This design comes from an exercise in tuning for small area, a short achievable clock period and few clock cycles per item on the open sky130 flow, not from production work. Where RTL was checked, it was by simulation tests only, not by an equivalence proof against the original.

==> run a <==
==> flow/design.v <==
`default_nettype none
package sw_pkg;
    localparam int REF_LEN   = 64;
    localparam int QUERY_LEN = 48;
    localparam int PE_COUNT  = QUERY_LEN;
    localparam int HW = 7;
    function automatic logic gt7(input logic [HW-1:0] a, input logic [HW-1:0] b);
        logic g;
        g = 1'b0;
        for (int k = 0; k < HW; k++) g = (a[k] & ~b[k]) | ((a[k] | ~b[k]) & g);
        gt7 = g;
    endfunction
    function automatic logic gt3(input logic [2:0] a, input logic [2:0] b);
        logic g;
        g = 1'b0;
        for (int k = 0; k < 3; k++) g = (a[k] & ~b[k]) | ((a[k] | ~b[k]) & g);
        gt3 = g;
    endfunction
endpackage
`default_nettype wire
`timescale 1ns/1ps
`default_nettype none
module sw_ctrl #(
    parameter int P = sw_pkg::PE_COUNT
) (
    input  logic         clk,
    input  logic         reset,
    input  logic         valid_i,
    input  logic [1:0]   ref_base_i,
    input  logic [1:0]   query_base_i,
    input  logic         replay_i,       
    input  logic         replay_f_i,     
    input  logic [1:0]   replay_rb_i,
    output logic         shift_o,        
    output logic [1:0]   beat_rb_o,      
    output logic         replay_start_o,
    output logic         kill_o,
    output logic         f_o,            
    output logic [1:0]   rb_o,
    output logic [P-1:0] cap_o,
    output logic [1:0]   bq_o
);
    logic       v_q;
    logic [1:0] r_q;
    logic [5:0] cnt_q;     
    logic       gap_q;
    always_ff @(posedge clk or posedge reset) begin
        if (reset) begin
            v_q   <= 1'b0;
            cnt_q <= '0;
            gap_q <= 1'b0;
        end else begin
            v_q <= valid_i;
            if (valid_i) cnt_q <= cnt_q + 6'd1;
            if (kill_o) gap_q <= 1'b1;
            else if (f_o) gap_q <= 1'b0;
        end
    end
    always_ff @(posedge clk) begin
        r_q <= ref_base_i;
    end
    assign kill_o         = !v_q && (cnt_q != '0);
    assign replay_start_o = v_q && (cnt_q == '0) && gap_q;
    assign shift_o        = v_q || replay_i;
    assign beat_rb_o      = r_q;
    assign f_o  = (v_q && (cnt_q == 6'd1)) || replay_f_i;
    assign rb_o = replay_i ? replay_rb_i : r_q;
    assign bq_o = query_base_i;
    for (genvar k = 0; k < P; k++) begin : g_cap
        assign cap_o[k] = valid_i && (cnt_q == 6'(k));
    end
endmodule
`default_nettype wire
`timescale 1ns/1ps
`default_nettype none
module sw_sweep_counter (
    input  logic clk,
    input  logic reset,
    input  logic start_i,
    output logic active_o,
    output logic first_o
);
    logic       act_q;
    logic [5:0] cnt_q;
    always_ff @(posedge clk or posedge reset) begin
        if (reset) begin
            act_q <= 1'b0;
            cnt_q <= '0;
        end else if (start_i) begin
            act_q <= 1'b1;
            cnt_q <= '0;
        end else if (act_q) begin
            cnt_q <= cnt_q + 6'd1;
            if (cnt_q == 6'(sw_pkg::REF_LEN - 1)) act_q <= 1'b0;
        end
    end
    assign active_o = act_q;
    assign first_o  = act_q && (cnt_q == '0);
endmodule
`default_nettype wire
`timescale 1ns/1ps
`default_nettype none
module sw_seq_store #(
    parameter int W     = 2,
    parameter int DEPTH = 64
) (
    input  logic         clk,
    input  logic         shift_i,
    input  logic [W-1:0] data_i,
    output logic [W-1:0] tail_o
);
    logic [W-1:0] mem [DEPTH];
    always_ff @(posedge clk) begin
        if (shift_i) begin
            mem[0] <= data_i;
            for (int k = 1; k < DEPTH; k++) mem[k] <= mem[k-1];
        end
    end
    assign tail_o = mem[DEPTH-1];
endmodule
`default_nettype wire
`timescale 1ns/1ps
`default_nettype none
module sw_pe #(
    parameter int ROW = 1
) (
    input  logic                  clk,
    input  logic                  reset,
    input  logic                  kill_i,      
    input  logic                  f_i,         
    input  logic [1:0]            rb_i,        
    input  logic                  f_pk_i,      
    input  logic [2:0]            uu_i,        
    input  logic                  eu_i,        
    input  logic [sw_pkg::HW-1:0] au_i,        
    input  logic [sw_pkg::HW-1:0] a2_i,        
    input  logic [sw_pkg::HW-1:0] cbs_i,       
    input  logic [5:0]            cbi_i,       
    input  logic                  cap_i,
    input  logic [1:0]            bq_i,
    output logic                  f_o,
    output logic [1:0]            rb_o,
    output logic [2:0]            u_o,         
    output logic                  e_o,         
    output logic [sw_pkg::HW-1:0] a_o,         
    output logic [sw_pkg::HW-1:0] cbs_o,       
    output logic [5:0]            cbi_o
);
    localparam int W = sw_pkg::HW;
    logic [1:0]   q_q;
    logic [2:0]   v_q;     
    logic         ed_q;    
    logic [W-1:0] a_q;     
    logic [2:0]   a, b, s, c, m1, m2, tt;
    logic [2:0]   vl;
    logic [2:0]   un, vn;
    logic         z0, en, edn;
    always_comb begin
        z0 = (ROW == 1) || f_i || (au_i == '0);
        a = uu_i + {2'b00, eu_i};
        if (ROW == 1 && f_i) begin
            b  = 3'd0;
            vl = 3'd2;
        end else begin
            b  = v_q + {2'b00, ed_q};
            vl = v_q;
        end
        s = (rb_i == q_q) ? 3'd6 : 3'd3;
        c = z0 ? 3'd4 : 3'd3;
        m1 = (a > b) ? a : b;
        m2 = (s > c) ? s : c;
        tt = (m1 > m2) ? m1 : m2;      
        un  = tt - vl;                 
        vn  = tt - uu_i;               
        en  = (a == tt);
        edn = (b == tt);
    end
    always_ff @(posedge clk or posedge reset) begin
        if (reset) f_o <= 1'b0;
        else       f_o <= f_i && !kill_i;
    end
    always_ff @(posedge clk) begin
        rb_o <= rb_i;
        u_o  <= un;
        e_o  <= en;
        if (cap_i) q_q <= bq_i;
        if (ROW != 1 && f_pk_i) begin
            v_q  <= 3'd2;
            ed_q <= 1'b0;
        end else begin
            v_q  <= vn;
            ed_q <= edn;
        end
        a_q <= (f_o ? '0 : a_q) + W'(u_o) - W'(2);
    end
    assign a_o = a_q;
    if (ROW <= 2) begin : g_no_best
        assign cbs_o = '0;
        assign cbi_o = '0;
    end else begin : g_best
        logic take;
        assign take = sw_pkg::gt7(a2_i, cbs_i);
        always_ff @(posedge clk) begin
            cbs_o <= take ? a2_i : cbs_i;
            cbi_o <= take ? 6'(ROW - 2) : cbi_i;
        end
    end
endmodule
`default_nettype wire
`timescale 1ns/1ps
`default_nettype none
module sw_pe_array #(
    parameter int P = sw_pkg::PE_COUNT
) (
    input  logic                  clk,
    input  logic                  reset,
    input  logic                  kill_i,
    input  logic                  f_i,
    input  logic [1:0]            rb_i,
    input  logic [P-1:0]          cap_i,
    input  logic [1:0]            bq_i,
    output logic                  f_o,         
    output logic [sw_pkg::HW-1:0] cbs_o,       
    output logic [5:0]            cbi_o,
    output logic [sw_pkg::HW-1:0] a1_o,        
    output logic [sw_pkg::HW-1:0] a_o          
);
    localparam int W = sw_pkg::HW;
    logic         l_f   [P+1];
    logic [1:0]   l_rb  [P+1];
    logic [2:0]   l_u   [P+1];
    logic         l_e   [P+1];
    logic [W-1:0] l_a   [P+1];
    logic [W-1:0] l_cbs [P+1];
    logic [5:0]   l_cbi [P+1];
    assign l_f[0]   = f_i;
    assign l_rb[0]  = rb_i;
    assign l_u[0]   = 3'd2;
    assign l_e[0]   = 1'b0;
    assign l_a[0]   = '0;
    assign l_cbs[0] = '0;
    assign l_cbi[0] = '0;
    for (genvar k = 0; k < P; k++) begin : g_pe
        logic         pk;
        logic [W-1:0] a2;
        if (k == 0) begin : g_pk0
            assign pk = 1'b0;
            assign a2 = '0;
        end else begin : g_pkn
            assign pk = l_f[k-1];
            assign a2 = l_a[k-1];
        end
        sw_pe #(.ROW (k + 1)) u_pe (
            .clk     (clk),
            .reset   (reset),
            .kill_i  (kill_i),
            .f_i     (l_f[k]),
            .rb_i    (l_rb[k]),
            .f_pk_i  (pk),
            .uu_i    (l_u[k]),
            .eu_i    (l_e[k]),
            .au_i    (l_a[k]),
            .a2_i    (a2),
            .cbs_i   (l_cbs[k]),
            .cbi_i   (l_cbi[k]),
            .cap_i   (cap_i[k]),
            .bq_i    (bq_i),
            .f_o     (l_f[k+1]),
            .rb_o    (l_rb[k+1]),
            .u_o     (l_u[k+1]),
            .e_o     (l_e[k+1]),
            .a_o     (l_a[k+1]),
            .cbs_o   (l_cbs[k+1]),
            .cbi_o   (l_cbi[k+1])
        );
    end
    assign f_o   = l_f[P];
    assign cbs_o = l_cbs[P];
    assign a1_o  = l_a[P-1];
    assign cbi_o = l_cbi[P];
    assign a_o   = l_a[P];
endmodule
`default_nettype wire
`timescale 1ns/1ps
`default_nettype none
module sw_max_tracker #(
    parameter int P = sw_pkg::PE_COUNT
) (
    input  logic                  clk,
    input  logic                  reset,
    input  logic                  kill_i,
    input  logic                  f_i,       
    input  logic [sw_pkg::HW-1:0] cbs_i,     
    input  logic [5:0]            cbi_i,
    input  logic [sw_pkg::HW-1:0] a1_i,      
    input  logic [sw_pkg::HW-1:0] a_i,       
    output logic                  finish_o,
    output logic [20:0]           best_o
);
    localparam int W = sw_pkg::HW;
    logic         f1_q;
    logic [W-1:0] c1s_q;
    logic [5:0]   c1i_q;
    logic         t1;
    assign t1 = sw_pkg::gt7(a1_i, cbs_i);
    always_ff @(posedge clk or posedge reset) begin
        if (reset) f1_q <= 1'b0;
        else       f1_q <= f_i && !kill_i;
    end
    always_ff @(posedge clk) begin
        c1s_q <= t1 ? a1_i : cbs_i;
        c1i_q <= t1 ? 6'(P - 1) : cbi_i;
    end
    logic         act_q;
    logic [6:0]   j_q;
    logic         fin_q;
    logic [W-1:0] bs_q;
    logic [6:0]   bj_q;
    logic [5:0]   bi_q;
    logic         act;
    logic [6:0]   j;
    logic [W-1:0] cs;
    logic [5:0]   ci;
    logic [W-1:0] ps;
    logic [5:0]   pi;
    logic         take;
    always_comb begin
        act = f1_q || act_q;
        j   = f1_q ? 7'd1 : j_q;
        if (sw_pkg::gt7(a_i, c1s_q)) begin
            cs = a_i;
            ci = 6'(P);
        end else begin
            cs = c1s_q;
            ci = c1i_q;
        end
        ps   = f1_q ? '0 : bs_q;
        pi   = f1_q ? '0 : bi_q;
        take = (cs > ps) || ((cs == ps) && (ci < pi));
    end
    always_ff @(posedge clk or posedge reset) begin
        if (reset) begin
            act_q <= 1'b0;
            fin_q <= 1'b0;
        end else begin
            act_q <= act && (j != 7'(sw_pkg::REF_LEN)) && !kill_i;
            fin_q <= act && (j == 7'(sw_pkg::REF_LEN)) && !kill_i;
        end
    end
    always_ff @(posedge clk) begin
        j_q <= j + 7'd1;
        if (act) begin
            if (f1_q) begin
                bs_q <= '0;
                bj_q <= '0;
                bi_q <= '0;
            end
            if (take) begin
                bs_q <= cs;
                bj_q <= j;
                bi_q <= ci;
            end
        end
    end
    assign finish_o = fin_q;
    assign best_o   = {{(8 - W){1'b0}}, bs_q, bj_q, bi_q};
endmodule
`default_nettype wire
`timescale 1ns/1ps
`default_nettype none
module sw_top (
    input  logic        clk,
    input  logic        reset,
    input  logic        valid_i,
    input  logic [1:0]  ref_base_i,
    input  logic [1:0]  query_base_i,
    output logic        finish_o,
    output logic [20:0] result_o
);
    localparam int P = sw_pkg::PE_COUNT;
    localparam int W = sw_pkg::HW;
    logic         shift;
    logic [1:0]   beat_rb;
    logic         replay_start;
    logic         replay;
    logic         replay_f;
    logic [1:0]   replay_rb;
    logic         kill;
    logic         s_f;
    logic [1:0]   s_rb;
    logic [P-1:0] cap;
    logic [1:0]   bq;
    logic         a_f;
    logic [W-1:0] a_cbs;
    logic [5:0]   a_cbi;
    logic [W-1:0] a_a1;
    logic [W-1:0] a_a;
    sw_ctrl #(.P (P)) u_ctrl (
        .clk (clk), .reset (reset), .valid_i (valid_i),
        .ref_base_i (ref_base_i), .query_base_i (query_base_i),
        .replay_i (replay), .replay_f_i (replay_f), .replay_rb_i (replay_rb),
        .shift_o (shift), .beat_rb_o (beat_rb), .replay_start_o (replay_start),
        .kill_o (kill), .f_o (s_f), .rb_o (s_rb), .cap_o (cap), .bq_o (bq)
    );
    sw_seq_store #(.W (2), .DEPTH (sw_pkg::REF_LEN)) u_ref_store (
        .clk (clk), .shift_i (shift), .data_i (beat_rb), .tail_o (replay_rb)
    );
    sw_sweep_counter u_replay (
        .clk (clk), .reset (reset), .start_i (replay_start),
        .active_o (replay), .first_o (replay_f)
    );
    sw_pe_array #(.P (P)) u_array (
        .clk (clk), .reset (reset), .kill_i (kill), .f_i (s_f), .rb_i (s_rb),
        .cap_i (cap), .bq_i (bq),
        .f_o (a_f), .cbs_o (a_cbs), .cbi_o (a_cbi), .a1_o (a_a1), .a_o (a_a)
    );
    sw_max_tracker #(.P (P)) u_tracker (
        .clk (clk), .reset (reset), .kill_i (kill), .f_i (a_f), .cbs_i (a_cbs),
        .cbi_i (a_cbi), .a1_i (a_a1), .a_i (a_a), .finish_o (finish_o), .best_o (result_o)
    );
endmodule
`default_nettype wire
==> flow/run.sh <==
#!/bin/bash
# synth_recipe.tcl (not shown) runs the flow's synth.tcl, then flattens the netlist and writes it again
# the make line also repeats each setting of config.mk as NAME=value (left out here)
make -C /OpenROAD-flow-scripts/flow DESIGN_CONFIG=/design/flow/config.mk WORK_HOME=/design/flow/orfs CLKGATE_MAP_FILE= SYNTH_SCRIPT=/design/flow/synth_recipe.tcl finish
==> flow/config.mk <==
export PLATFORM = sky130hd
export DESIGN_NAME = sw_top
export DESIGN_NICKNAME = sw_top
export VERILOG_FILES = /design/flow/design.v
export SDC_FILE = /design/flow/constraint.sdc
export NUM_CORES = 4
export LEC_CHECK = 0
export CAP_MARGIN = 20
export CORE_MARGIN = 2
export CORE_UTILIZATION = 40
export SLEW_MARGIN = 20
==> flow/constraint.sdc <==
create_clock -name core_clock -period 11.0 [get_ports {clk}]
set_input_delay 2.2000 -clock core_clock [delete_from_list [all_inputs] [get_ports {clk}]]
set_output_delay 2.2000 -clock core_clock [all_outputs]
set_load 0.01 [all_outputs]
==> run b: changes against run a <==
--- a/flow/design.v
+++ b/flow/design.v
@@ -10,11 +10,21 @@
         for (int k = 0; k < HW; k++) g = (a[k] & ~b[k]) | ((a[k] | ~b[k]) & g);
         gt7 = g;
     endfunction
-    function automatic logic gt3(input logic [2:0] a, input logic [2:0] b);
-        logic g;
-        g = 1'b0;
-        for (int k = 0; k < 3; k++) g = (a[k] & ~b[k]) | ((a[k] | ~b[k]) & g);
-        gt3 = g;
+    function automatic logic [2:0] tsub(input logic [1:0] t, input logic [2:0] v);
+        logic c1, c2;
+        c1 = ~v[0] & t[0];
+        c2 = (~v[1] & t[1]) | (c1 & (~v[1] | t[1]));
+        tsub = {v[2] ^ c2, ~v[1] ^ t[1] ^ c1, ~(v[0] ^ t[0])};
+    endfunction
+    function automatic logic [3:0] accl(input logic [1:0] lo, input logic [2:0] u);
+        logic x0, x1, x2, x3, c1, c2;
+        x0 = lo[0] ^ u[0];
+        c1 = lo[0] & u[0];
+        x1 = lo[1] ^ u[1] ^ c1;
+        c2 = (lo[1] & u[1]) | (c1 & (lo[1] | u[1]));
+        x2 = u[2] ^ c2;
+        x3 = u[2] & c2;
+        accl = {x3 | (x2 & x1), ~x3 & ~x2 & ~x1, ~x1, x0};
     endfunction
 endpackage
 `default_nettype wire
@@ -31,8 +41,6 @@
     input  logic         replay_i,       
     input  logic         replay_f_i,     
     input  logic [1:0]   replay_rb_i,
-    output logic         shift_o,        
-    output logic [1:0]   beat_rb_o,      
     output logic         replay_start_o,
     output logic         kill_o,
     output logic         f_o,            
@@ -61,8 +69,6 @@
     end
     assign kill_o         = !v_q && (cnt_q != '0);
     assign replay_start_o = v_q && (cnt_q == '0) && gap_q;
-    assign shift_o        = v_q || replay_i;
-    assign beat_rb_o      = r_q;
     assign f_o  = (v_q && (cnt_q == 6'd1)) || replay_f_i;
     assign rb_o = replay_i ? replay_rb_i : r_q;
     assign bq_o = query_base_i;
@@ -151,36 +157,58 @@
     logic [2:0]   v_q;     
     logic         ed_q;    
     logic [W-1:0] a_q;     
-    logic [2:0]   a, b, s, c, m1, m2, tt;
+    logic         a3, a4, a5, a6;      
+    logic         b3, b4, b5, b6;      
+    logic         m;                   
+    logic         z0;                  
+    logic         t1, t2, t3;          
+    logic [1:0]   tb;                  
     logic [2:0]   vl;
     logic [2:0]   un, vn;
-    logic         z0, en, edn;
+    logic         en, edn;
     always_comb begin
         z0 = (ROW == 1) || f_i || (au_i == '0);
-        a = uu_i + {2'b00, eu_i};
+        m  = (rb_i == q_q);
+        a3 = uu_i[2] | (uu_i[1] & (uu_i[0] | eu_i));
+        a4 = uu_i[2] | (uu_i[1] & uu_i[0] & eu_i);
+        a5 = uu_i[2] & (uu_i[1] | uu_i[0] | eu_i);
+        a6 = uu_i[2] & (uu_i[1] | (uu_i[0] & eu_i));
         if (ROW == 1 && f_i) begin
-            b  = 3'd0;
+            {b3, b4, b5, b6} = 4'b0000;
             vl = 3'd2;
         end else begin
-            b  = v_q + {2'b00, ed_q};
+            b3 = v_q[2] | (v_q[1] & (v_q[0] | ed_q));
+            b4 = v_q[2] | (v_q[1] & v_q[0] & ed_q);
+            b5 = v_q[2] & (v_q[1] | v_q[0] | ed_q);
+            b6 = v_q[2] & (v_q[1] | (v_q[0] & ed_q));
             vl = v_q;
         end
-        s = (rb_i == q_q) ? 3'd6 : 3'd3;
-        c = z0 ? 3'd4 : 3'd3;
-        m1 = (a > b) ? a : b;
-        m2 = (s > c) ? s : c;
-        tt = (m1 > m2) ? m1 : m2;      
-        un  = tt - vl;                 
-        vn  = tt - uu_i;               
-        en  = (a == tt);
-        edn = (b == tt);
+        t3 = m | a6 | b6;
+        t2 = m | a5 | b5;
+        t1 = m | a4 | b4 | z0;
+        tb = {t2, (t1 & ~t2) | t3};
+        un  = sw_pkg::tsub(tb, vl);    
+        vn  = sw_pkg::tsub(tb, uu_i);  
+        en  = a3 & (~t1 | a4) & (~t2 | a5) & (~t3 | a6);
+        edn = b3 & (~t1 | b4) & (~t2 | b5) & (~t3 | b6);
+    end
+    logic [W-1:0] ab;
+    logic [3:0]   al;
+    logic [W-3:0] tg;
+    always_comb begin
+        ab = f_o ? '0 : a_q;
+        al = sw_pkg::accl(ab[1:0], u_o);
+        for (int k = 0; k < W - 2; k++) begin
+            tg[k] = (al[3] & ((k == 0) | (&(ab[W-1:2] | ~((W-2)'((1 << k) - 1)))))) |
+                    (al[2] & ((k == 0) | ~(|(ab[W-1:2] & (W-2)'((1 << k) - 1)))));
+        end
     end
     always_ff @(posedge clk or posedge reset) begin
         if (reset) f_o <= 1'b0;
         else       f_o <= f_i && !kill_i;
     end
     always_ff @(posedge clk) begin
-        rb_o <= rb_i;
+        if (!kill_i) rb_o <= rb_i;
         u_o  <= un;
         e_o  <= en;
         if (cap_i) q_q <= bq_i;
@@ -191,7 +219,7 @@
             v_q  <= vn;
             ed_q <= edn;
         end
-        a_q <= (f_o ? '0 : a_q) + W'(u_o) - W'(2);
+        a_q <= {ab[W-1:2] ^ tg, al[1:0]};
     end
     assign a_o = a_q;
     if (ROW <= 2) begin : g_no_best
@@ -219,6 +247,7 @@
     input  logic [1:0]            rb_i,
     input  logic [P-1:0]          cap_i,
     input  logic [1:0]            bq_i,
+    output logic [1:0]            rb_o,        
     output logic                  f_o,         
     output logic [sw_pkg::HW-1:0] cbs_o,       
     output logic [5:0]            cbi_o,
@@ -274,6 +303,7 @@
             .cbi_o   (l_cbi[k+1])
         );
     end
+    assign rb_o  = l_rb[P];
     assign f_o   = l_f[P];
     assign cbs_o = l_cbs[P];
     assign a1_o  = l_a[P-1];
@@ -319,24 +349,14 @@
     logic [5:0]   bi_q;
     logic         act;
     logic [6:0]   j;
-    logic [W-1:0] cs;
-    logic [5:0]   ci;
-    logic [W-1:0] ps;
-    logic [5:0]   pi;
-    logic         take;
+    logic         g, ta, tb, take;
     always_comb begin
         act = f1_q || act_q;
         j   = f1_q ? 7'd1 : j_q;
-        if (sw_pkg::gt7(a_i, c1s_q)) begin
-            cs = a_i;
-            ci = 6'(P);
-        end else begin
-            cs = c1s_q;
-            ci = c1i_q;
-        end
-        ps   = f1_q ? '0 : bs_q;
-        pi   = f1_q ? '0 : bi_q;
-        take = (cs > ps) || ((cs == ps) && (ci < pi));
+        g   = sw_pkg::gt7(a_i, c1s_q);
+        ta  = sw_pkg::gt7(a_i, bs_q);
+        tb  = sw_pkg::gt7(c1s_q, bs_q) || ((c1s_q == bs_q) && (c1i_q < bi_q));
+        take = g ? ta : tb;
     end
     always_ff @(posedge clk or posedge reset) begin
         if (reset) begin
@@ -349,17 +369,14 @@
     end
     always_ff @(posedge clk) begin
         j_q <= j + 7'd1;
-        if (act) begin
-            if (f1_q) begin
-                bs_q <= '0;
-                bj_q <= '0;
-                bi_q <= '0;
-            end
-            if (take) begin
-                bs_q <= cs;
-                bj_q <= j;
-                bi_q <= ci;
-            end
+        if (f_i) begin
+            bs_q <= '0;
+            bj_q <= '0;
+            bi_q <= '0;
+        end else if (act && take) begin
+            bs_q <= g ? a_i : c1s_q;
+            bj_q <= j;
+            bi_q <= g ? 6'(P) : c1i_q;
         end
     end
     assign finish_o = fin_q;
@@ -379,8 +396,7 @@
 );
     localparam int P = sw_pkg::PE_COUNT;
     localparam int W = sw_pkg::HW;
-    logic         shift;
-    logic [1:0]   beat_rb;
+    logic [1:0]   a_rb;
     logic         replay_start;
     logic         replay;
     logic         replay_f;
@@ -399,11 +415,11 @@
         .clk (clk), .reset (reset), .valid_i (valid_i),
         .ref_base_i (ref_base_i), .query_base_i (query_base_i),
         .replay_i (replay), .replay_f_i (replay_f), .replay_rb_i (replay_rb),
-        .shift_o (shift), .beat_rb_o (beat_rb), .replay_start_o (replay_start),
+        .replay_start_o (replay_start),
         .kill_o (kill), .f_o (s_f), .rb_o (s_rb), .cap_o (cap), .bq_o (bq)
     );
-    sw_seq_store #(.W (2), .DEPTH (sw_pkg::REF_LEN)) u_ref_store (
-        .clk (clk), .shift_i (shift), .data_i (beat_rb), .tail_o (replay_rb)
+    sw_seq_store #(.W (2), .DEPTH (sw_pkg::REF_LEN - P)) u_ref_store (
+        .clk (clk), .shift_i (!kill), .data_i (a_rb), .tail_o (replay_rb)
     );
     sw_sweep_counter u_replay (
         .clk (clk), .reset (reset), .start_i (replay_start),
@@ -412,7 +428,7 @@
     sw_pe_array #(.P (P)) u_array (
         .clk (clk), .reset (reset), .kill_i (kill), .f_i (s_f), .rb_i (s_rb),
         .cap_i (cap), .bq_i (bq),
-        .f_o (a_f), .cbs_o (a_cbs), .cbi_o (a_cbi), .a1_o (a_a1), .a_o (a_a)
+        .rb_o (a_rb), .f_o (a_f), .cbs_o (a_cbs), .cbi_o (a_cbi), .a1_o (a_a1), .a_o (a_a)
     );
     sw_max_tracker #(.P (P)) u_tracker (
         .clk (clk), .reset (reset), .kill_i (kill), .f_i (a_f), .cbs_i (a_cbs),
==> flow/flow/run.sh (new file) <==
#!/bin/bash
# The standard layout, with a faster buffer on each input and output port
# (buffer_ports otherwise picks a slow delay buffer that sets the period).
set -euo pipefail
export BUFFER_PORTS_ARGS="-buffer_cell sky130_fd_sc_hd__buf_4"
bash standard.sh > standard.log 2>&1
==> flow/standard.sh (new file) <==
#!/bin/bash
# synth_recipe.tcl (not shown) runs the flow's synth.tcl, then flattens the netlist and writes it again
# the make line also repeats each setting of config.mk as NAME=value (left out here)
make -C /OpenROAD-flow-scripts/flow DESIGN_CONFIG=/design/flow/config.mk WORK_HOME=/design/flow/orfs CLKGATE_MAP_FILE= SYNTH_SCRIPT=/design/flow/synth_recipe.tcl "${@:-finish}"
--- a/flow/config.mk
+++ b/flow/config.mk
@@ -5,6 +5,7 @@
 export SDC_FILE = /design/flow/constraint.sdc
 export NUM_CORES = 4
 export LEC_CHECK = 0
+export ABC_AREA = 1
 export CAP_MARGIN = 20
 export CORE_MARGIN = 2
 export CORE_UTILIZATION = 40
removed: flow/run.sh
==> flow_summary.json <==
{
  "buffers": 30,
  "grt_pass1_wl_mm": 237,
  "antenna_found_initial": 1,
  "dp.cells": 10380,
  "status": "complete, no violations",
  "ys_async_sr_fraction_pct": 4.15,
  "setup.worst_path.end": "result_o[15]",
  "viasPerCell": 4.80,
  "synth-edff-count": 224,
  "start_util_pct": 40.2,
  "finalWorstSetupSlack_ns": 7.43,
  "taps": 2325,
  "die-area_mm2": 0.178
}
the above is filed under run b

==> flow_summary.json <==
{
  "start_util_pct": 40.1,
  "viasPerCell": 4.93,
  "ys_async_sr_fraction_pct": 3.91,
  "taps": 3009,
  "dp.cells": 12095,
  "status": "complete, no violations",
  "synth-edff-count": 244,
  "buffers": 40
}
the above is filed under run a

Testbench counts of run b, summed over its fixed seeds: cycles 14,600, alignments 128.
Function not checked in run a: the RTL went through the layout flow alone.

[port drivers added, routing unchanged]
No port has a modelled driver above. Below, the same layouts with a new extraction and two added sets of constraints.
Step 1 (the two cells are an assumption about what drives the block):
set clk [get_ports {clk}]
set_driving_cell -lib_cell sky130_fd_sc_hd__clkbuf_16 $clk
set_driving_cell -lib_cell sky130_fd_sc_hd__buf_2 [delete_from_list [all_inputs] $clk]
Step 2 moves the port delays by t, midway between the first and last clock arrival at a register: inputs arrive t later, outputs are due t later. That takes back most of the time a late clock gives input paths.
Slacks: no drivers / after step 1 / after step 2; pairs: no drivers / after step 1.
| run | t (ns) | slack for setup (ns) | worst hold slack (ns) | latest minus earliest clock arrival (ns) | cell pins on the clock port's net |
|---|---|---|---|---|---|
| run a | 0.887 | 5.736 / 5.736 / 5.736 | 0.350 / 0.350 / 0.350 | 0.038 / 0.039 | 1 |
| run b | 0.841 | 7.435 / 7.355 / 7.322 | 0.350 / 0.350 / 0.350 | 0.027 / 0.027 | 1 |
After both steps every run listed still meets setup and hold. For run b, which loses most, drivers alone change the setup slack by -0.080 ns; drivers and shift together by -0.113 ns.
